Source: an optimization exercise on an open RTL-to-GDS flow (aim: small area, a short achievable clock period and few clock cycles per item). Production flows keep margins and buffers that such runs may drop.
No functional check of the RTL was part of any run shown here.
Power figures rest on the tool's default switching activity, not on a simulated workload.

==> flow/design.v, too long to show whole: its modules and the start of the top module <==
// module round_n_sat: 22 lines
// module iir_mac_dsp48: 786 lines
// module iir_fa: 4 lines
// module iir_ha: 4 lines
// module iir_cascade_sched: 281 lines
module iir_cascade_sched
#(
    parameter int Nsec   = 4,
    parameter int Ndint  = 3,
    parameter int Ndfrac = 22,
    parameter int Ncint  = 4,
    parameter int Ncfrac = 14
) (
    input  logic                       clk,
    input  logic                       reset,
    input  logic                       dv_in,
    input  logic [Ndint+Ndfrac-1:0]    d_in,
    output logic                       dv_out,
    output logic [Ndint+Ndfrac-1:0]    d_out,
    output logic                       busy,
    input  logic                       flush,
    input  logic                       coef_we,
    input  logic [$clog2(Nsec)+2:0]    coef_addr,
    input  logic [Ncint+Ncfrac-1:0]    coef_data,
    output logic                       ovr,
    output logic                       coef_err,
    input  logic                       err_clr
);
  // ...
==> flow/flow/run.sh <==
#!/bin/bash
set -euo pipefail
cd "$(dirname "${BASH_SOURCE[0]}")/.."
bash standard.sh SETUP_SLACK_MARGIN=6 finish > standard_flow.log 2>&1
==> flow/standard.sh <==
#!/bin/bash
# synth_recipe.tcl (not shown) runs the flow's synth.tcl, then flattens the netlist and writes it again
# the make line also repeats each setting of config.mk as NAME=value (left out here)
make -C /OpenROAD-flow-scripts/flow DESIGN_CONFIG=/design/flow/config.mk WORK_HOME=/design/flow/orfs CLKGATE_MAP_FILE= SYNTH_SCRIPT=/design/flow/synth_recipe.tcl "${@:-finish}"
==> flow/config.mk <==
export PLATFORM = sky130hd
export DESIGN_NAME = iir_cascade_sched
export DESIGN_NICKNAME = iir_cascade_sched
export VERILOG_FILES = /design/flow/design.v
export SDC_FILE = /design/flow/constraint.sdc
export NUM_CORES = 4
export LEC_CHECK = 0
export CAP_MARGIN = 20
export CORE_MARGIN = 2
export CORE_UTILIZATION = 40
export CTS_BUF_LIST = sky130_fd_sc_hd__clkbuf_16
export CTS_CLUSTER_DIAMETER = 120
export CTS_CLUSTER_SIZE = 24
export SLEW_MARGIN = 20
export SYNTH_HIERARCHICAL = 1
==> flow/constraint.sdc <==
create_clock -name core_clock -period 12.5 [get_ports {clk}]
set_input_delay 2.5000 -clock core_clock [delete_from_list [all_inputs] [get_ports {clk}]]
set_output_delay 2.5000 -clock core_clock [all_outputs]
set_load 0.01 [all_outputs]
==> flow_metrics.tcl, run 1 <==
set metrics [dict create \
    outcome "timing/DRC/antenna clean" \
    power_mw 23.2 \
    worstPathArrival_ns 7.16 \
    fin_crit_sh_pct 51.6 \
    port_buffers 82 \
    die-area_um2 216000 \
    antenna_cells 1 \
    layout_setup_ws_ns 6.05 \
    largestRegisters "coef_q x360, acc_q x180" \
    fin_area_um2 92000 \
    max_freq_ghz 0.155 \
    stdcell_count 10160 \
    whs_path_depth 2 \
    route.met3.wl_um 28200 \
    clkPwrFrac_pct 9.1 \
    cp.depth 16 \
    synth_cells 7640 \
    mostFrequentLayoutCells "xnor2_1 (988), a22oi_1 (965), fa_1 (840)" \
    worst-path-buf-inv 0 \
    multi_input_cells 5730 \
    hp-start "coef_q[327]$_DFFE_PP_" \
    min_path_type "reg -> reg" \
    required_ns 13.21 \
    gp_congestion 0.968 \
    post_cts_resize_count 37 \
    cts_buffer_depth 3 \
    multi_input_area_share_pct 60.4 \
    path_class "reg -> reg" \
    n_tap_cell 2821 \
    p_int_mw 11.1 \
    buffer_area_share_pct 3.38 \
    cts_tree "built" \
    critPathMaxStageDelay_ns 1.04 \
    grt_start_max_net_pins 61 \
    rrSetupSlack_ns 6.05 \
    largest_register "coef_q" \
    multi_input_area_um2 55600 \
    pg_comb_mw 16.5 \
]
==> module round_n_sat, before the edit <==
module round_n_sat #(
    parameter int IN_W  = 45,
    parameter int OUT_W = 25,
    parameter int SHIFT = 14
) (
    input  logic [IN_W-1:0]  din,
    output logic [OUT_W-1:0] dout
);
    localparam int c_top = SHIFT + OUT_W;    
    logic w_neg, w_pos;
    assign w_neg = din[IN_W-1];
    assign w_pos = !din[IN_W-1] && (|din[IN_W-2:c_top]);
    always_comb begin
        if (w_neg) begin
            dout = {1'b1, {(OUT_W-1){1'b0}}};
        end else if (w_pos) begin
            dout = {1'b0, {(OUT_W-1){1'b1}}};
        end else begin
            dout = {~din[c_top-1], din[c_top-2:SHIFT]};
        end
    end
endmodule
==> module iir_cascade_sched, before the edit <==
module iir_cascade_sched
#(
    parameter int Nsec   = 4,
    parameter int Ndint  = 3,
    parameter int Ndfrac = 22,
    parameter int Ncint  = 4,
    parameter int Ncfrac = 14
) (
    input  logic                       clk,
    input  logic                       reset,
    input  logic                       dv_in,
    input  logic [Ndint+Ndfrac-1:0]    d_in,
    output logic                       dv_out,
    output logic [Ndint+Ndfrac-1:0]    d_out,
    output logic                       busy,
    input  logic                       flush,
    input  logic                       coef_we,
    input  logic [$clog2(Nsec)+2:0]    coef_addr,
    input  logic [Ncint+Ncfrac-1:0]    coef_data,
    output logic                       ovr,
    output logic                       coef_err,
    input  logic                       err_clr
);
    localparam int DW = Ndint + Ndfrac;            
    localparam int CW = Ncint + Ncfrac;            
    localparam int SW = 45;                        
    localparam int ND = (CW + 1) / 2;              
    localparam logic [SW-1:0] INIT = (SW'(1) << (Ncfrac - 1)) | (SW'(1) << (Ncfrac + DW - 1));
    logic           busy_q, dv_q, ovr_q, cerr_q, dirty_q;
    logic [7:0]     t_q;         
    logic [4:0]     p_q;         
    logic [DW-1:0]  xin_q;
    logic [DW-1:0]  x1_q, x2_q;
    logic           vx1_q, vx2_q;
    logic [2:0][DW-1:0] y1l_q;   
    logic [DW-1:0]  y13_q;       
    logic           n13_q, p13_q;    
    logic [3:0][DW-1:0] y2_q;
    logic [3:0]     vy1_q, vy2_q;
    logic [3:0][4:0][CW-1:0] coef_q;
    logic [3:0][4:0]         cv_q;
    logic [3:0][SW-1:0] acc_q;
    logic [3:0]         pv_q;
    logic [3:0][CW-1:0] b_q;         
    logic [3:0]         neg_q;       
    logic       w_accept, w_wr, w_prep;
    logic [7:0] w_t_n;
    logic [4:0] w_p_n;
    assign w_accept = dv_in && !busy_q && !flush;
    assign w_wr     = coef_we && !busy_q && (coef_addr[2:0] < 3'd5);
    assign w_prep   = dirty_q || w_wr;
    always_comb begin
        w_t_n[0] = !flush && ((w_accept && !w_prep) || p_q[4]);
        for (int k = 1; k < 8; k++)
            w_t_n[k] = !flush && !(w_accept && w_prep) && t_q[k-1];
        w_p_n[0] = !flush && w_accept && w_prep;
        for (int k = 1; k < 5; k++)
            w_p_n[k] = !flush && p_q[k-1];
    end
    logic [3:0]      w_ch;
    logic [3:0][4:1] w_st;
    logic [3:0][4:0] w_seln;
    always_comb begin
        for (int s = 0; s < 4; s++) begin
            w_ch[s]      = t_q[s];
            w_seln[s][0] = (s == 0) ? w_t_n[0] : t_q[(s + 3) % 4];
            for (int j = 1; j < 5; j++) begin
                w_st[s][j]   = t_q[s+j] || p_q[j];
                w_seln[s][j] = t_q[s+j-1] || p_q[j-1];
            end
        end
    end
    logic [3:0][CW-1:0] w_bn;
    logic [3:0]         w_negn;
    always_comb begin
        for (int s = 0; s < 4; s++) begin
            w_bn[s] = '0;
            for (int k = 0; k < 5; k++)
                if (w_seln[s][k] && cv_q[s][k])
                    w_bn[s] = w_bn[s] | coef_q[s][k];
            w_negn[s] = w_seln[s][3] || w_seln[s][4];
        end
    end
    logic [3:0][ND-1:0] w_one, w_two, w_sg;
    logic [3:0][CW:0]   w_bx;    
    always_comb begin
        for (int s = 0; s < 4; s++) begin
            w_bx[s] = {b_q[s], 1'b0};
            for (int i = 0; i < ND; i++) begin
                w_one[s][i] = w_bx[s][2*i+1] ^ w_bx[s][2*i];
                w_two[s][i] = (w_bx[s][2*i+2] & ~w_bx[s][2*i+1] & ~w_bx[s][2*i])
                            | (~w_bx[s][2*i+2] & w_bx[s][2*i+1] & w_bx[s][2*i]);
                w_sg[s][i]  = w_bx[s][2*i+2] ^ neg_q[s];
            end
        end
    end
    logic [3:0][DW-1:0] w_y1;
    logic [3:0][DW-1:0] w_a;
    logic [3:0][SW-1:0] w_base;
    logic [3:0][SW-1:0] w_sum;
    logic [3:0][DW-1:0] w_y, w_nxt;
    logic [3:0]         w_neg, w_pos, w_nneg, w_npos;
    logic [DW-1:0]      w_y13;       
    function automatic logic [DW-1:0] sat(input logic [DW-1:0] v, input logic n,
                                          input logic p);
        sat = n ? {1'b1, {(DW-1){1'b0}}} : p ? {1'b0, {(DW-1){1'b1}}} : v;
    endfunction
    assign w_y13 = sat(y13_q, n13_q, p13_q);
    assign w_y1  = {w_y13, y1l_q};
    logic [3:0] w_yld;
    assign w_yld = {w_ch[3], w_ch[3:1]};
    logic       w_vx1_n, w_vx2_n;
    logic [3:0] w_vy1_n, w_vy2_n, w_pv_n;
    always_comb begin
        w_vx1_n = !flush && (w_ch[0] || vx1_q);
        w_vx2_n = !flush && (w_ch[0] ? vx1_q : vx2_q);
        for (int s = 0; s < 4; s++) begin
            w_vy1_n[s] = !flush && (w_yld[s] || vy1_q[s]);
            w_vy2_n[s] = !flush && (w_yld[s] ? vy1_q[s] : vy2_q[s]);
            w_pv_n[s]  = !flush && (w_st[s][1] || w_st[s][2] || w_st[s][3] || w_st[s][4]
                                    || pv_q[s]);
        end
    end
    logic       w_vx1_s, w_vx2_s;
    logic [3:0] w_vy1_s, w_vy2_s, w_pv_s;
    always_comb begin
        w_vx1_s = w_ch[0] || vx1_q;
        w_vx2_s = w_ch[0] ? vx1_q : vx2_q;
        for (int s = 0; s < 4; s++) begin
            w_vy1_s[s] = w_yld[s] || vy1_q[s];
            w_vy2_s[s] = w_yld[s] ? vy1_q[s] : vy2_q[s];
            w_pv_s[s]  = w_st[s][1] || w_st[s][2] || w_st[s][3] || w_st[s][4] || pv_q[s];
        end
    end
    logic [3:0][DW-1:0] a_q, w_a_n, w_h_n;
    logic [3:1]         an_q, ap_q, w_an_n, w_ap_n;    
    logic [3:0]         bsel_q, w_bsel_n;
    always_comb begin
        w_h_n[0] = ({DW{w_seln[0][1] && w_vx1_s}} & (w_ch[0] ? xin_q : x1_q))
                 | ({DW{w_seln[0][2] && w_vx2_s}} & x2_q)
                 | ({DW{w_seln[0][3] && w_vy1_s[0]}} & w_y1[0])
                 | ({DW{w_seln[0][4] && w_vy2_s[0]}} & y2_q[0]);
        w_a_n[0] = w_seln[0][0] ? (p_q[4] ? xin_q : d_in) : w_h_n[0];
        for (int s = 1; s < 4; s++) begin
            w_h_n[s] = ({DW{w_seln[s][1] && w_vy1_s[s-1]}} & (w_ch[s] ? w_a[s] : w_y1[s-1]))
                     | ({DW{w_seln[s][2] && w_vy2_s[s-1]}} & y2_q[s-1])
                     | ({DW{w_seln[s][3] && w_vy1_s[s]}} & w_y1[s])
                     | ({DW{w_seln[s][4] && w_vy2_s[s]}} & y2_q[s]);
            w_a_n[s]  = w_nxt[s-1];
            w_an_n[s] = w_nneg[s-1];
            w_ap_n[s] = w_npos[s-1];
        end
        for (int s = 0; s < 4; s++) begin
            w_bsel_n[s] = !w_seln[s][1] && w_pv_s[s];
        end
    end
    always_comb begin
        w_a[0] = a_q[0];
        for (int s = 1; s < 4; s++) begin
            w_a[s] = sat(a_q[s], an_q[s], ap_q[s]);
        end
        for (int s = 0; s < 4; s++) begin
            w_base[s] = bsel_q[s] ? acc_q[s] : INIT;
        end
    end
    for (genvar s = 0; s < 4; s++) begin : g_sec
        iir_mac_dsp48 u_mac (
            .a    (w_a[s]),
            .one  (w_one[s]),
            .two  (w_two[s]),
            .sg   (w_sg[s]),
            .base (w_base[s]),
            .s    (w_sum[s]),
            .y    (w_y[s]),
            .neg  (w_neg[s]),
            .pos  (w_pos[s]),
            .sel  ((s < 3) ? w_seln[(s + 1) % 4][0] : 1'b0),
            .h    ((s < 3) ? w_h_n[(s + 1) % 4] : '0),
            .nxt  (w_nxt[s]),
            .nneg (w_nneg[s]),
            .npos (w_npos[s])
        );
    end
    always_ff @(posedge clk) begin
        if (w_accept) begin
            xin_q <= d_in;
        end
        if (!flush && w_ch[0]) begin
            x1_q <= xin_q;
            x2_q <= x1_q;
        end
        for (int s = 0; s < 3; s++) begin
            if (!flush && w_yld[s]) begin
                y1l_q[s] <= w_a[s+1];
            end
        end
        for (int s = 0; s < 4; s++) begin
            if (!flush && w_yld[s]) begin
                y2_q[s] <= w_y1[s];
            end
            acc_q[s] <= w_sum[s];
        end
        for (int s = 0; s < 4; s++) begin
            for (int k = 0; k < 5; k++) begin
                if (w_wr && coef_addr == 5'(s * 8 + k)) begin
                    coef_q[s][k] <= coef_data;
                end
            end
        end
        a_q   <= w_a_n;
        an_q  <= w_an_n;
        ap_q  <= w_ap_n;
        b_q   <= w_bn;
        neg_q <= w_negn;
    end
    always_ff @(posedge clk or posedge reset) begin
        if (reset) begin
            y13_q <= '0;
            n13_q <= 1'b0;
            p13_q <= 1'b0;
        end else if (!flush && w_ch[3]) begin
            y13_q <= w_y[3];
            n13_q <= w_neg[3];
            p13_q <= w_pos[3];
        end
    end
    always_ff @(posedge clk or posedge reset) begin
        if (reset) begin
            busy_q  <= 1'b0;
            dv_q    <= 1'b0;
            ovr_q   <= 1'b0;
            cerr_q  <= 1'b0;
            dirty_q <= 1'b0;
            t_q     <= '0;
            p_q     <= '0;
            vx1_q   <= 1'b0;
            vx2_q   <= 1'b0;
            vy1_q   <= '0;
            vy2_q   <= '0;
            pv_q    <= '0;
            cv_q    <= '0;
            bsel_q  <= '0;
        end else begin
            t_q    <= w_t_n;
            p_q    <= w_p_n;
            dv_q   <= !flush && t_q[3];
            ovr_q  <= (dv_in && busy_q && !flush) || (ovr_q && !err_clr);
            cerr_q <= (coef_we && busy_q) || (cerr_q && !err_clr);
            if (flush) begin
                busy_q <= 1'b0;
            end else if (w_accept) begin
                busy_q <= 1'b1;
            end else if (t_q[3]) begin
                busy_q <= 1'b0;
            end
            if (flush || w_accept) begin
                dirty_q <= 1'b0;
            end else if (w_wr) begin
                dirty_q <= 1'b1;
            end
            for (int s = 0; s < 4; s++) begin
                for (int k = 0; k < 5; k++) begin
                    if (w_wr && coef_addr == 5'(s * 8 + k)) begin
                        cv_q[s][k] <= 1'b1;
                    end
                end
            end
            vx1_q  <= w_vx1_n;
            vx2_q  <= w_vx2_n;
            vy1_q  <= w_vy1_n;
            vy2_q  <= w_vy2_n;
            pv_q   <= w_pv_n;
            bsel_q <= w_bsel_n;
        end
    end
    assign dv_out   = dv_q;
    assign d_out    = w_y13;
    assign busy     = busy_q;
    assign ovr      = ovr_q;
    assign coef_err = cerr_q;
endmodule
==> run 2, diff against run 1 <==
--- a/flow/design.v
+++ b/flow/design.v
@@ -30,50 +30,50 @@
 endpackage
 `default_nettype wire
 `default_nettype none
 module round_n_sat #(
     parameter int IN_W  = 45,
     parameter int OUT_W = 25,
     parameter int SHIFT = 14
 ) (
-    input  logic [IN_W-1:0]  din,
-    output logic [OUT_W-1:0] dout
+    input  logic [IN_W-1:0]  r0,
+    input  logic [IN_W-1:0]  r1,
+    output logic [IN_W-1:0]  sum,
+    output logic [OUT_W-1:0] dout,
+    input  logic             sel,
+    input  logic [OUT_W-1:0] h,
+    output logic [OUT_W-1:0] nxt
 );
     localparam int c_top = SHIFT + OUT_W;    
     logic w_neg, w_pos;
-    assign w_neg = din[IN_W-1];
-    assign w_pos = !din[IN_W-1] && (|din[IN_W-2:c_top]);
+    assign sum = r0 + r1;
+    assign w_neg = sum[IN_W-1];
+    assign w_pos = !sum[IN_W-1] && (|sum[IN_W-2:c_top]);
     always_comb begin
         if (w_neg) begin
             dout = {1'b1, {(OUT_W-1){1'b0}}};
         end else if (w_pos) begin
             dout = {1'b0, {(OUT_W-1){1'b1}}};
         end else begin
-            dout = {~din[c_top-1], din[c_top-2:SHIFT]};
+            dout = {~sum[c_top-1], sum[c_top-2:SHIFT]};
         end
     end
+    assign nxt = sel ? dout : h;
 endmodule
 `default_nettype wire
 `default_nettype none
 module iir_mac_dsp48 (
     input  wire [24:0] a,
     input  wire [8:0] one,
     input  wire [8:0] two,
     input  wire [8:0] sg,
     input  wire [44:0] base,
-    output wire [44:0] s,
-    output wire [24:0] y,
-    output wire        neg,
-    output wire        pos,
-    input  wire        sel,
-    input  wire [24:0] h,
-    output wire [24:0] nxt,
-    output wire        nneg,
-    output wire        npos
+    output wire [44:0] r0,
+    output wire [44:0] r1
 );
     wire one0 = one[0];
     wire two0 = two[0];
     wire sg0  = sg[0];
     wire one1 = one[1];
     wire two1 = two[1];
     wire sg1  = sg[1];
     wire one2 = one[2];
@@ -825,25 +825,18 @@
     iir_fa u_fs475 (.a(fs319), .b(fc392), .c(fs393), .s(fs475), .co(fc476));
     iir_fa u_fs477 (.a(fc320), .b(fs395), .c(fc394), .s(fs477), .co(fc478));
     iir_fa u_fs479 (.a(pp8[23]), .b(fc396), .c(fs397), .s(fs479), .co(fc480));
     iir_fa u_fs481 (.a(hs399), .b(pp8[24]), .c(fc398), .s(fs481), .co(fc482));
     iir_fa u_fs483 (.a(base[41]), .b(hc400), .c(pp8[25]), .s(fs483), .co(fc484));
     iir_ha u_hs485 (.a(1'b1), .b(base[42]), .s(hs485), .co(hc486));
     iir_ha u_hs487 (.a(1'b1), .b(base[43]), .s(hs487), .co(hc488));
     iir_ha u_hs489 (.a(1'b1), .b(base[44]), .s(hs489), .co(hc490));
-    wire [44:0] r0 = {hc488, hc486, hs485, fs483, fc480, fs479, fc476, fc474, fs473, fc470, fc468, fc466, fc464, fs463, fc460, fc458, fc456, fc454, fc452, fc450, fc448, fc446, fc444, fc442, fc440, fc438, fc436, fc434, fc432, fc430, fc428, fc426, fc424, fc422, fc420, fc418, fc416, fc414, fc412, fc410, fc408, fc406, hc404, hc402, pp0[0]};
-    wire [44:0] r1 = {hs489, hs487, fc484, fc482, fs481, fc478, fs477, fs475, fc472, fs471, fs469, fs467, fs465, fc462, fs461, fs459, fs457, fs455, fs453, fs451, fs449, fs447, fs445, fs443, fs441, fs439, fs437, fs435, fs433, fs431, fs429, fs427, fs425, fs423, fs421, fs419, fs417, fs415, fs413, fs411, fs409, fs407, fs405, hs403, hs401};
-    assign s = r0 + r1;
-    assign neg = s[44];
-    assign pos = !s[44] && (|s[43:39]);
-    assign y = {~s[38], s[37:14]};
-    assign nxt  = sel ? y : h;
-    assign nneg = sel && neg;
-    assign npos = sel && pos;
+    assign r0 = {hc488, hc486, hs485, fs483, fc480, fs479, fc476, fc474, fs473, fc470, fc468, fc466, fc464, fs463, fc460, fc458, fc456, fc454, fc452, fc450, fc448, fc446, fc444, fc442, fc440, fc438, fc436, fc434, fc432, fc430, fc428, fc426, fc424, fc422, fc420, fc418, fc416, fc414, fc412, fc410, fc408, fc406, hc404, hc402, pp0[0]};
+    assign r1 = {hs489, hs487, fc484, fc482, fs481, fc478, fs477, fs475, fc472, fs471, fs469, fs467, fs465, fc462, fs461, fs459, fs457, fs455, fs453, fs451, fs449, fs447, fs445, fs443, fs441, fs439, fs437, fs435, fs433, fs431, fs429, fs427, fs425, fs423, fs421, fs419, fs417, fs415, fs413, fs411, fs409, fs407, fs405, hs403, hs401};
 endmodule
 module iir_fa (input wire a, input wire b, input wire c, output wire s, output wire co);
     assign s  = a ^ b ^ c;
     assign co = (a & b) | (a & c) | (b & c);
 endmodule
 module iir_ha (input wire a, input wire b, output wire s, output wire co);
     assign s  = a ^ b;
     assign co = a & b;
@@ -881,204 +874,182 @@
     logic           busy_q, dv_q, ovr_q, cerr_q, dirty_q;
     logic [7:0]     t_q;         
     logic [4:0]     p_q;         
     logic [DW-1:0]  xin_q;
     logic [DW-1:0]  x1_q, x2_q;
     logic           vx1_q, vx2_q;
     logic [2:0][DW-1:0] y1l_q;   
     logic [DW-1:0]  y13_q;       
-    logic           n13_q, p13_q;    
     logic [3:0][DW-1:0] y2_q;
     logic [3:0]     vy1_q, vy2_q;
     logic [3:0][4:0][CW-1:0] coef_q;
     logic [3:0][4:0]         cv_q;
     logic [3:0][SW-1:0] acc_q;
     logic [3:0]         pv_q;
-    logic [3:0][CW-1:0] b_q;         
-    logic [3:0]         neg_q;       
+    logic [3:0][ND-1:0] one_q, two_q, sg_q;
     logic       w_accept, w_wr, w_prep;
     logic [7:0] w_t_n;
     logic [4:0] w_p_n;
     assign w_accept = dv_in && !busy_q && !flush;
     assign w_wr     = coef_we && !busy_q && (coef_addr[2:0] < 3'd5);
     assign w_prep   = dirty_q || w_wr;
     always_comb begin
         w_t_n[0] = !flush && ((w_accept && !w_prep) || p_q[4]);
         for (int k = 1; k < 8; k++)
             w_t_n[k] = !flush && !(w_accept && w_prep) && t_q[k-1];
         w_p_n[0] = !flush && w_accept && w_prep;
         for (int k = 1; k < 5; k++)
             w_p_n[k] = !flush && p_q[k-1];
     end
     logic [3:0]      w_ch;
     logic [3:0][4:1] w_st;
-    logic [3:0][4:0] w_seln;
+    logic [3:0][4:0] w_seln;     
     always_comb begin
         for (int s = 0; s < 4; s++) begin
             w_ch[s]      = t_q[s];
-            w_seln[s][0] = (s == 0) ? w_t_n[0] : t_q[(s + 3) % 4];
+            w_seln[s][0] = w_t_n[s];
             for (int j = 1; j < 5; j++) begin
                 w_st[s][j]   = t_q[s+j] || p_q[j];
-                w_seln[s][j] = t_q[s+j-1] || p_q[j-1];
+                w_seln[s][j] = w_t_n[s+j] || w_p_n[j];
             end
         end
     end
     logic [3:0][CW-1:0] w_bn;
     logic [3:0]         w_negn;
     always_comb begin
         for (int s = 0; s < 4; s++) begin
             w_bn[s] = '0;
             for (int k = 0; k < 5; k++)
                 if (w_seln[s][k] && cv_q[s][k])
                     w_bn[s] = w_bn[s] | coef_q[s][k];
             w_negn[s] = w_seln[s][3] || w_seln[s][4];
         end
     end
-    logic [3:0][ND-1:0] w_one, w_two, w_sg;
+    logic [3:0][ND-1:0] w_one_n, w_two_n, w_sg_n;
     logic [3:0][CW:0]   w_bx;    
     always_comb begin
         for (int s = 0; s < 4; s++) begin
-            w_bx[s] = {b_q[s], 1'b0};
+            w_bx[s] = {w_bn[s], 1'b0};
             for (int i = 0; i < ND; i++) begin
-                w_one[s][i] = w_bx[s][2*i+1] ^ w_bx[s][2*i];
-                w_two[s][i] = (w_bx[s][2*i+2] & ~w_bx[s][2*i+1] & ~w_bx[s][2*i])
-                            | (~w_bx[s][2*i+2] & w_bx[s][2*i+1] & w_bx[s][2*i]);
-                w_sg[s][i]  = w_bx[s][2*i+2] ^ neg_q[s];
+                w_one_n[s][i] = w_bx[s][2*i+1] ^ w_bx[s][2*i];
+                w_two_n[s][i] = (w_bx[s][2*i+2] & ~w_bx[s][2*i+1] & ~w_bx[s][2*i])
+                              | (~w_bx[s][2*i+2] & w_bx[s][2*i+1] & w_bx[s][2*i]);
+                w_sg_n[s][i]  = w_bx[s][2*i+2] ^ w_negn[s];
             end
         end
     end
     logic [3:0][DW-1:0] w_y1;
     logic [3:0][DW-1:0] w_a;
     logic [3:0][SW-1:0] w_base;
-    logic [3:0][SW-1:0] w_sum;
+    logic [3:0][SW-1:0] w_r0, w_r1, w_sum;
     logic [3:0][DW-1:0] w_y, w_nxt;
-    logic [3:0]         w_neg, w_pos, w_nneg, w_npos;
-    logic [DW-1:0]      w_y13;       
-    function automatic logic [DW-1:0] sat(input logic [DW-1:0] v, input logic n,
-                                          input logic p);
-        sat = n ? {1'b1, {(DW-1){1'b0}}} : p ? {1'b0, {(DW-1){1'b1}}} : v;
-    endfunction
-    assign w_y13 = sat(y13_q, n13_q, p13_q);
-    assign w_y1  = {w_y13, y1l_q};
+    assign w_y1 = {y13_q, y1l_q};
     logic [3:0] w_yld;
     assign w_yld = {w_ch[3], w_ch[3:1]};
     logic       w_vx1_n, w_vx2_n;
     logic [3:0] w_vy1_n, w_vy2_n, w_pv_n;
     always_comb begin
         w_vx1_n = !flush && (w_ch[0] || vx1_q);
         w_vx2_n = !flush && (w_ch[0] ? vx1_q : vx2_q);
         for (int s = 0; s < 4; s++) begin
             w_vy1_n[s] = !flush && (w_yld[s] || vy1_q[s]);
             w_vy2_n[s] = !flush && (w_yld[s] ? vy1_q[s] : vy2_q[s]);
             w_pv_n[s]  = !flush && (w_st[s][1] || w_st[s][2] || w_st[s][3] || w_st[s][4]
                                     || pv_q[s]);
         end
     end
-    logic       w_vx1_s, w_vx2_s;
-    logic [3:0] w_vy1_s, w_vy2_s, w_pv_s;
-    always_comb begin
-        w_vx1_s = w_ch[0] || vx1_q;
-        w_vx2_s = w_ch[0] ? vx1_q : vx2_q;
-        for (int s = 0; s < 4; s++) begin
-            w_vy1_s[s] = w_yld[s] || vy1_q[s];
-            w_vy2_s[s] = w_yld[s] ? vy1_q[s] : vy2_q[s];
-            w_pv_s[s]  = w_st[s][1] || w_st[s][2] || w_st[s][3] || w_st[s][4] || pv_q[s];
-        end
-    end
     logic [3:0][DW-1:0] a_q, w_a_n, w_h_n;
-    logic [3:1]         an_q, ap_q, w_an_n, w_ap_n;    
     logic [3:0]         bsel_q, w_bsel_n;
     always_comb begin
-        w_h_n[0] = ({DW{w_seln[0][1] && w_vx1_s}} & (w_ch[0] ? xin_q : x1_q))
-                 | ({DW{w_seln[0][2] && w_vx2_s}} & x2_q)
-                 | ({DW{w_seln[0][3] && w_vy1_s[0]}} & w_y1[0])
-                 | ({DW{w_seln[0][4] && w_vy2_s[0]}} & y2_q[0]);
+        w_h_n[0] = ({DW{w_seln[0][1] && w_vx1_n}} & (w_ch[0] ? xin_q : x1_q))
+                 | ({DW{w_seln[0][2] && w_vx2_n}} & x2_q)
+                 | ({DW{w_seln[0][3] && w_vy1_n[0]}} & w_y1[0])
+                 | ({DW{w_seln[0][4] && w_vy2_n[0]}} & y2_q[0]);
         w_a_n[0] = w_seln[0][0] ? (p_q[4] ? xin_q : d_in) : w_h_n[0];
         for (int s = 1; s < 4; s++) begin
-            w_h_n[s] = ({DW{w_seln[s][1] && w_vy1_s[s-1]}} & (w_ch[s] ? w_a[s] : w_y1[s-1]))
-                     | ({DW{w_seln[s][2] && w_vy2_s[s-1]}} & y2_q[s-1])
-                     | ({DW{w_seln[s][3] && w_vy1_s[s]}} & w_y1[s])
-                     | ({DW{w_seln[s][4] && w_vy2_s[s]}} & y2_q[s]);
-            w_a_n[s]  = w_nxt[s-1];
-            w_an_n[s] = w_nneg[s-1];
-            w_ap_n[s] = w_npos[s-1];
+            w_h_n[s] = ({DW{w_seln[s][1] && w_vy1_n[s-1]}} & (w_ch[s] ? a_q[s] : w_y1[s-1]))
+                     | ({DW{w_seln[s][2] && w_vy2_n[s-1]}} & y2_q[s-1])
+                     | ({DW{w_seln[s][3] && w_vy1_n[s]}} & w_y1[s])
+                     | ({DW{w_seln[s][4] && w_vy2_n[s]}} & y2_q[s]);
+            w_a_n[s] = w_nxt[s-1];
         end
         for (int s = 0; s < 4; s++) begin
-            w_bsel_n[s] = !w_seln[s][1] && w_pv_s[s];
+            w_bsel_n[s] = (w_seln[s][0] && w_pv_n[s])
+                       || w_seln[s][2] || w_seln[s][3] || w_seln[s][4];
         end
     end
     always_comb begin
-        w_a[0] = a_q[0];
-        for (int s = 1; s < 4; s++) begin
-            w_a[s] = sat(a_q[s], an_q[s], ap_q[s]);
-        end
+        w_a = a_q;
         for (int s = 0; s < 4; s++) begin
             w_base[s] = bsel_q[s] ? acc_q[s] : INIT;
         end
     end
     for (genvar s = 0; s < 4; s++) begin : g_sec
         iir_mac_dsp48 u_mac (
             .a    (w_a[s]),
-            .one  (w_one[s]),
-            .two  (w_two[s]),
-            .sg   (w_sg[s]),
+            .one  (one_q[s]),
+            .two  (two_q[s]),
+            .sg   (sg_q[s]),
             .base (w_base[s]),
-            .s    (w_sum[s]),
-            .y    (w_y[s]),
-            .neg  (w_neg[s]),
-            .pos  (w_pos[s]),
+            .r0   (w_r0[s]),
+            .r1   (w_r1[s])
+        );
+        round_n_sat #(
+            .IN_W  (SW),
+            .OUT_W (DW),
+            .SHIFT (Ncfrac)
+        ) u_rns (
+            .r0   (w_r0[s]),
+            .r1   (w_r1[s]),
+            .sum  (w_sum[s]),
+            .dout (w_y[s]),
             .sel  ((s < 3) ? w_seln[(s + 1) % 4][0] : 1'b0),
             .h    ((s < 3) ? w_h_n[(s + 1) % 4] : '0),
-            .nxt  (w_nxt[s]),
-            .nneg (w_nneg[s]),
-            .npos (w_npos[s])
+            .nxt  (w_nxt[s])
         );
     end
     always_ff @(posedge clk) begin
         if (w_accept) begin
             xin_q <= d_in;
         end
         if (!flush && w_ch[0]) begin
             x1_q <= xin_q;
             x2_q <= x1_q;
         end
         for (int s = 0; s < 3; s++) begin
             if (!flush && w_yld[s]) begin
-                y1l_q[s] <= w_a[s+1];
+                y1l_q[s] <= a_q[s+1];
             end
         end
         for (int s = 0; s < 4; s++) begin
             if (!flush && w_yld[s]) begin
                 y2_q[s] <= w_y1[s];
             end
-            acc_q[s] <= w_sum[s];
+            if (!flush && (w_st[s][1] || w_st[s][2] || w_st[s][3] || w_st[s][4])) begin
+                acc_q[s] <= w_sum[s];
+            end
         end
         for (int s = 0; s < 4; s++) begin
             for (int k = 0; k < 5; k++) begin
                 if (w_wr && coef_addr == 5'(s * 8 + k)) begin
                     coef_q[s][k] <= coef_data;
                 end
             end
         end
         a_q   <= w_a_n;
-        an_q  <= w_an_n;
-        ap_q  <= w_ap_n;
-        b_q   <= w_bn;
-        neg_q <= w_negn;
+        one_q <= w_one_n;
+        two_q <= w_two_n;
+        sg_q  <= w_sg_n;
     end
     always_ff @(posedge clk or posedge reset) begin
         if (reset) begin
             y13_q <= '0;
-            n13_q <= 1'b0;
-            p13_q <= 1'b0;
         end else if (!flush && w_ch[3]) begin
             y13_q <= w_y[3];
-            n13_q <= w_neg[3];
-            p13_q <= w_pos[3];
         end
     end
     always_ff @(posedge clk or posedge reset) begin
         if (reset) begin
             busy_q  <= 1'b0;
             dv_q    <= 1'b0;
             ovr_q   <= 1'b0;
             cerr_q  <= 1'b0;
@@ -1121,14 +1092,14 @@
             vx2_q  <= w_vx2_n;
             vy1_q  <= w_vy1_n;
             vy2_q  <= w_vy2_n;
             pv_q   <= w_pv_n;
             bsel_q <= w_bsel_n;
         end
     end
     assign dv_out   = dv_q;
-    assign d_out    = w_y13;
+    assign d_out    = y13_q;
     assign busy     = busy_q;
     assign ovr      = ovr_q;
     assign coef_err = cerr_q;
 endmodule
 `default_nettype wire
==> flow/run.sh (new file) <==
#!/bin/bash
# synth_recipe.tcl (not shown) runs the flow's synth.tcl, then flattens the netlist and writes it again
# the make line also repeats each setting of config.mk as NAME=value (left out here)
make -C /OpenROAD-flow-scripts/flow DESIGN_CONFIG=/design/flow/config.mk WORK_HOME=/design/flow/orfs CLKGATE_MAP_FILE= SYNTH_SCRIPT=/design/flow/synth_recipe.tcl finish
==> flow/config.mk (replaced) <==
export PLATFORM = sky130hd
export DESIGN_NAME = iir_cascade_sched
export DESIGN_NICKNAME = iir_cascade_sched
export VERILOG_FILES = /design/flow/design.v
export SDC_FILE = /design/flow/constraint.sdc
export NUM_CORES = 4
export LEC_CHECK = 0
export CAP_MARGIN = 20
export CORE_MARGIN = 2
export CORE_UTILIZATION = 55
export SETUP_SLACK_MARGIN = 5
export SLEW_MARGIN = 20
export SYNTH_HIERARCHICAL = 1
removed: flow/flow/run.sh
removed: flow/standard.sh
==> flow_metrics.tcl, run 2 <==
set metrics [dict create \
    outcome "timing/DRC/antenna clean" \
    rsz0062_at_grt "false" \
    synth_cells 8230 \
    grt_usage_pct 31.7 \
    cts_tree "built" \
    post_cts_resize_count 0 \
    power.density_nw_per_um2 141 \
    r2r-end "y13_q[4]$_DFFE_PP0P_" \
    num_rows 156 \
    synth_area_per_cell_um2 12.1 \
    grt_start_max_net_pins 56 \
    finalWirelength_um 292000 \
    finalSetupViolCount 0 \
    nNetsFinal 8794 \
    grt_pass1_wl_um 443000 \
    htree_levels 4 \
    cts_buffers 131 \
    route.met3.wl_um 20200 \
    max_freq_ghz 0.140 \
    wirelength_met1_um 121000 \
    drt_first_pass_iters 8 \
    n_fill_cell 15256 \
    overflow 0 \
    tns_ns 0 \
    drv_cap 0 \
    ctsHoldBuffers 0 \
    mostFrequentLayoutCell "xnor2_1" \
    clk_pin_slew_ns 0.06 \
    synth_area_um2 99700 \
    drv_slew 0 \
    largest_register "coef_q" \
    rrSetupSlack_ns 5.38 \
    irDropWorstVdd_mv 0.163 \
    yosys_warnings 8 \
    p_leak_nw 36.6 \
    drt_iter0_markers 6176 \
    hold_viol 0 \
    fin_skew_ns 0.0673 \
    cts_buffer_depth 3 \
    drive_gt1_share_pct 21.8 \
    cts.sinks 1079 \
    cts_setup_buffers 0 \
    mostFrequentLayoutCells "xnor2_1 (1032), a22oi_2 (864), fa_1 (840)" \
    whs_path_depth 0 \
    worstReg2RegStart "bsel_q[3]$_DFF_PP0_" \
    hp-start "x1_q[16]$_DFFE_PP_" \
    vias_per_cell 6.42 \
    clock_latency_ns 0.81 \
    io_pins 83 \
    hold_end "x2_q[16]$_DFFE_PP_" \
    start_kind "flop" \
    routed-wl-met2_um 138000 \
    largestRegisters "coef_q x360, acc_q x180" \
    gp_congestion 0.916 \
    initial_core_util_pct 55.2 \
    die_w_um 430 \
    largest_reg_flops 360 \
    fin_crit_sh_pct 57.0 \
    grt_pass1_vias 66689 \
    design.core.area_um2 181000 \
    port_buffers 82 \
    multi_input_area_um2 59600 \
    die-area_um2 185000 \
    vias 64601 \
    rr_worst_depth 18 \
    routedWlPerCell_um 29.0 \
    required_ns 13.18 \
    worstPathArrival_ns 7.81 \
    maxSlewHeadroom_pct 20.8 \
    fin_hold_ws_ns 0.388 \
    max_slew.worst_pin.slew_ns 1.19 \
    end_kind "flop" \
    ff_latch_area_um2 29900 \
    path_max_fanout 45 \
    min_path_type "reg -> reg" \
    worstSetupStartpoint "bsel_q[3]$_DFF_PP0_" \
    syn2layout_area_growth_pct 0.415 \
    die_h_um 430 \
    ant_nets 0 \
    path_class "reg -> reg" \
    antenna_found_initial 4 \
    drc 0 \
    post-dp-hpwl_um 203000 \
    timing.final.crit_period_ns 7.12 \
    highest_layer "met5" \
    root_buffer "clkbuf_16" \
]
-- run 2: metal layers --
metal,up-vias,global-route usage (%)
met2,2716,51.2
met5,-,0
met1,33484,42.7
met3,573,4.98
li1,27824,-
met4,4,13.1
-- run 2: layout make-up --
cell class	instances	share of cell area (%)
Multi-Input combinational cell	5906	59.5
Inverter	116	0.437
Tap cell	2370	2.96
Antenna cell	2	0.00500
Clock buffer	172	3.66
Timing Repair Buffer	346	2.80
Clock inverter	71	0.775
Sequential cell	1079	29.9
-- run 2: critical path: stages (launching register included) --
cell	delay, ns
dfrtp_2	1.00
and2_1	0.28
fa_1	0.42
fa_1	0.46
fa_1	0.40
fa_1	0.53
fa_1	0.44
ha_1	0.48
nand4_1	0.22
or4_1	0.59
nor2_1	0.24
o311ai_1	0.24
nand2_1	0.15
mux2i_1	0.29
xnor2_1	0.18
nor4b_4	0.29
buf_4	0.31
a21oi_1	0.13
mux2_2	0.30
-- run 2: per-stage QoR --
| step | area [µm²] | setup WS (ns) | total power, mW | cells | utilization (%) |
|---|---|---|---|---|---|
| floorplan | 99900 | 6.00 | 8.81 | 8274 | - |
| global placement | 95700 | 5.39 | 10.2 | 9817 | 53.0 |
| detailed placement | 95700 | 5.33 | 10.2 | 9817 | 53.0 |
| CTS | 100000 | 5.30 | 14.2 | 10060 | 55.5 |
| global route | 100000 | 5.09 | 14.8 | 10062 | 55.5 |
| finish | 100000 | 5.38 | 14.1 | 10062 | 55.5 |
-- run 2: worst max path at each step --
stage                                 end  cells after the start
global route        y13_q[11]$_DFFE_PP0P_                     18
CTS                 y13_q[18]$_DFFE_PP0P_                     18
global placement    y13_q[16]$_DFFE_PP0P_                     18
detailed placement  y13_q[18]$_DFFE_PP0P_                     18
finish               y13_q[4]$_DFFE_PP0P_                     18
floorplan                 a_q[46]$_DFF_P_                     10
-- run 2: power breakdown --
part	internal [mW]	switching [mW]	total [mW]
registers	4.15	0.119	4.27
logic	2.00	3.88	5.88
clock network	2.24	1.72	3.96
==> run 3, diff against run 2 <==
--- a/flow/config.mk
+++ b/flow/config.mk
@@ -7,7 +7,7 @@
 export LEC_CHECK = 0
 export CAP_MARGIN = 20
 export CORE_MARGIN = 2
-export CORE_UTILIZATION = 55
+export CORE_UTILIZATION = 40
 export SETUP_SLACK_MARGIN = 5
 export SLEW_MARGIN = 20
 export SYNTH_HIERARCHICAL = 1
==> flow_metrics.tcl, run 3 <==
set metrics [dict create \
    worstSetupStartpoint "one_q[28]$_DFF_P_" \
    port_buffers 82 \
    nNetsFinal 8788 \
    num_rows 183 \
    cts_buffers 119 \
    vias 64694 \
    crit_top_cell "fa_1" \
    finalSetupViolCount 0 \
    grt_pass1_vias 68413 \
    fin_crit_sh_pct 55.2 \
    design.core.area_um2 248000 \
    syn2layout_area_growth_pct 1.37 \
    irDropWorstVdd_mv 0.149 \
    grt_pass1_wl_um 448000 \
    drive_gt1_share_pct 21.7 \
    rsz0062_at_grt "false" \
    outcome "timing/DRC/antenna clean" \
    initial_core_util_pct 40.2 \
    ctsHoldBuffers 0 \
    maxSlewHeadroom_pct 21.2 \
    drv_slew 0 \
    post-dp-hpwl_um 204000 \
    largestRegisters "coef_q x360, acc_q x180" \
    mostFrequentLayoutCell "xnor2_1" \
    clock_latency_ns 0.81 \
    synth_area_um2 99700 \
    drt_first_pass_iters 8 \
    drt_iter0_markers 6196 \
    cts_setup_buffers 0 \
    post_cts_resize_count 0 \
    fin_skew_ns 0.0795 \
    antenna_found_initial 4 \
    mostFrequentLayoutCells "xnor2_1 (1032), a22oi_2 (864), fa_1 (840)" \
    hold_viol 0 \
    finalWirelength_um 293000 \
    timing.final.crit_period_ns 6.89 \
    rrSetupSlack_ns 5.61 \
    die_h_um 503 \
    required_ns 13.14 \
    final_core_util_pct 40.7 \
    grt_usage_pct 23.2 \
    overflow 0 \
    die_w_um 503 \
    gp_congestion 0.902 \
    synth_cells 8230 \
    min_path_type "reg -> reg" \
    vias_per_cell 5.87 \
    clk_pin_slew_ns 0.06 \
    crit_end "y13_q[18]$_DFFE_PP0P_" \
    crit_chain "buf_4 -> o21ai_0 -> xor2_1 -> fa_1 -> fa_1 -> fa_1 -> fa_1 -> fa_1 -> ha_1 -> nand4_1 -> or4_1 -> nor2_1 -> o311ai_1 -> nand2_1 -> mux2i_1 -> xnor2_1 -> nor4b_4 -> buf_4 -> a21oi_1 -> mux2_2" \
    crit_path_top_delay_cell "or4_1" \
    tns_ns 0 \
    power.density_nw_per_um2 136 \
    start_kind "flop" \
    p_leak_nw 36.5 \
    synth_area_per_cell_um2 12.1 \
    path_class "reg -> reg" \
    drc 0 \
    largest_register "coef_q" \
    grt_start_max_net_pins 66 \
    critPathMaxStageDelay_ns 0.57 \
    r2r-end "y13_q[18]$_DFFE_PP0P_" \
    cts_tree "built" \
    drv_cap 0 \
    ant_nets 0 \
    die-area_um2 253000 \
    worstReg2RegStart "one_q[28]$_DFF_P_" \
    worstPathArrival_ns 7.53 \
    io_pins 83 \
    rr_worst_depth 20 \
    max_freq_ghz 0.145 \
    root_buffer "clkbuf_16" \
    routedWlPerCell_um 26.6 \
    cts.sinks 1079 \
    path_max_fanout 26 \
    yosys_warnings 8 \
    largest_reg_flops 360 \
    cts_buffer_depth 3 \
    htree_levels 3 \
    max_slew.worst_pin.slew_ns 1.18 \
    end_kind "flop" \
]
[run 3: worst min-delay path by stage]
stage / from / to / slack [ns] / depth (start not counted)
after floorplan: coef_q[36]$_DFFE_PP_ / one_q[0]$_DFF_P_ / 0.42 / 2
after global placement: x1_q[18]$_DFFE_PP_ / x2_q[18]$_DFFE_PP_ / 0.43 / 0
after detailed placement: x1_q[19]$_DFFE_PP_ / x2_q[19]$_DFFE_PP_ / 0.43 / 0
after CTS: x1_q[19]$_DFFE_PP_ / x2_q[19]$_DFFE_PP_ / 0.38 / 0
after global routing: x1_q[19]$_DFFE_PP_ / x2_q[19]$_DFFE_PP_ / 0.42 / 0
final: x1_q[19]$_DFFE_PP_ / x2_q[19]$_DFFE_PP_ / 0.38 / 0
[run 3: metal layers]
| metal | share of wire (%) | global-route usage (%) | wire length [µm] | up-vias |
|---|---|---|---|---|
| met5 | 0 | 0 | 0 | - |
| met4 | 4.3 | 9.09 | 12600 | 0 |
| met3 | 7.0 | 4.34 | 20500 | 623 |
| met2 | 48 | 38.4 | 140000 | 2591 |
| met1 | 41 | 29.9 | 120000 | 33665 |
| li1 | - | - | - | 27815 |
[run 3: worst max-delay path: cells and delay by family (launching register included)]
kind	cells	cell delay [ns]
adders and majority gates	6	2.75
and+or+nand+nor	5	1.38
buffers and inverters	2	0.71
muxes	2	0.60
AOI/OAI and AO/OA	3	0.54
xor gates and xnor gates	2	0.43
DFF	1	0.32
[run 3: report_power, final]
part           total [mW]  internal, mW  leakage [nW]  switching [mW]
Combinational        5.73          2.00          24.6            3.73
Sequential           4.26          4.15          9.92           0.117
Clock                3.77          2.12          2.00            1.64
Total                13.8          8.27          36.5            5.49
[run 3: cell type report]
class	count	area [µm²]
antenna	4	10.0
clock buffer	141	3140
clock inverter	85	988
fill	23417	147000
inverter	116	439
multi-input combinational	5906	59600
sequential	1079	29900
tap	3330	4170
timing repair buffer	352	2860
[run 3: stage by stage]
step,instances,setup slack [ns],instance area (µm²),hold WS (ns),power [mW]
after floorplan,8274,6.00,99900,0.420,8.81
after CTS,11008,5.58,101000,0.375,13.8
after global placement,10780,5.58,96900,0.429,10.0
final,11013,5.61,101000,0.376,13.8
after global routing,11011,5.32,101000,0.422,14.5
after detailed placement,10782,5.62,96900,0.434,10.0

[port drivers added, routing unchanged]
No port has a modelled driver above. Below, the same layouts with a new extraction and two added sets of constraints. Step 1 sets driving cells, clkbuf_16 on the clock port and buf_2 on the other inputs (assumed; they add their load-dependent delay and slew). Step 2 times the ports against the registers' clock, not the clock port: input delays grow and output delays shrink by t, the midpoint of the rising clock arrivals with the driver on. Three values: no drivers, after step 1, after step 2; two values: the first two.
run	t, ns	setup slack, ns	worst hold slack (ns)	slew at the worst register clock pin (ns)	pins driven straight from the clock port
run 1	0.824	6.050 / 6.050 / 6.050	0.411 / 0.411 / 0.411	0.11 / 0.11	1
run 2	0.862	5.378 / 5.378 / 5.378	0.388 / 0.388 / 0.388	0.07 / 0.07	1
run 3	0.863	5.605 / 5.605 / 5.605	0.376 / 0.376 / 0.376	0.08 / 0.08	1
After both steps setup and hold are still met in every run listed.
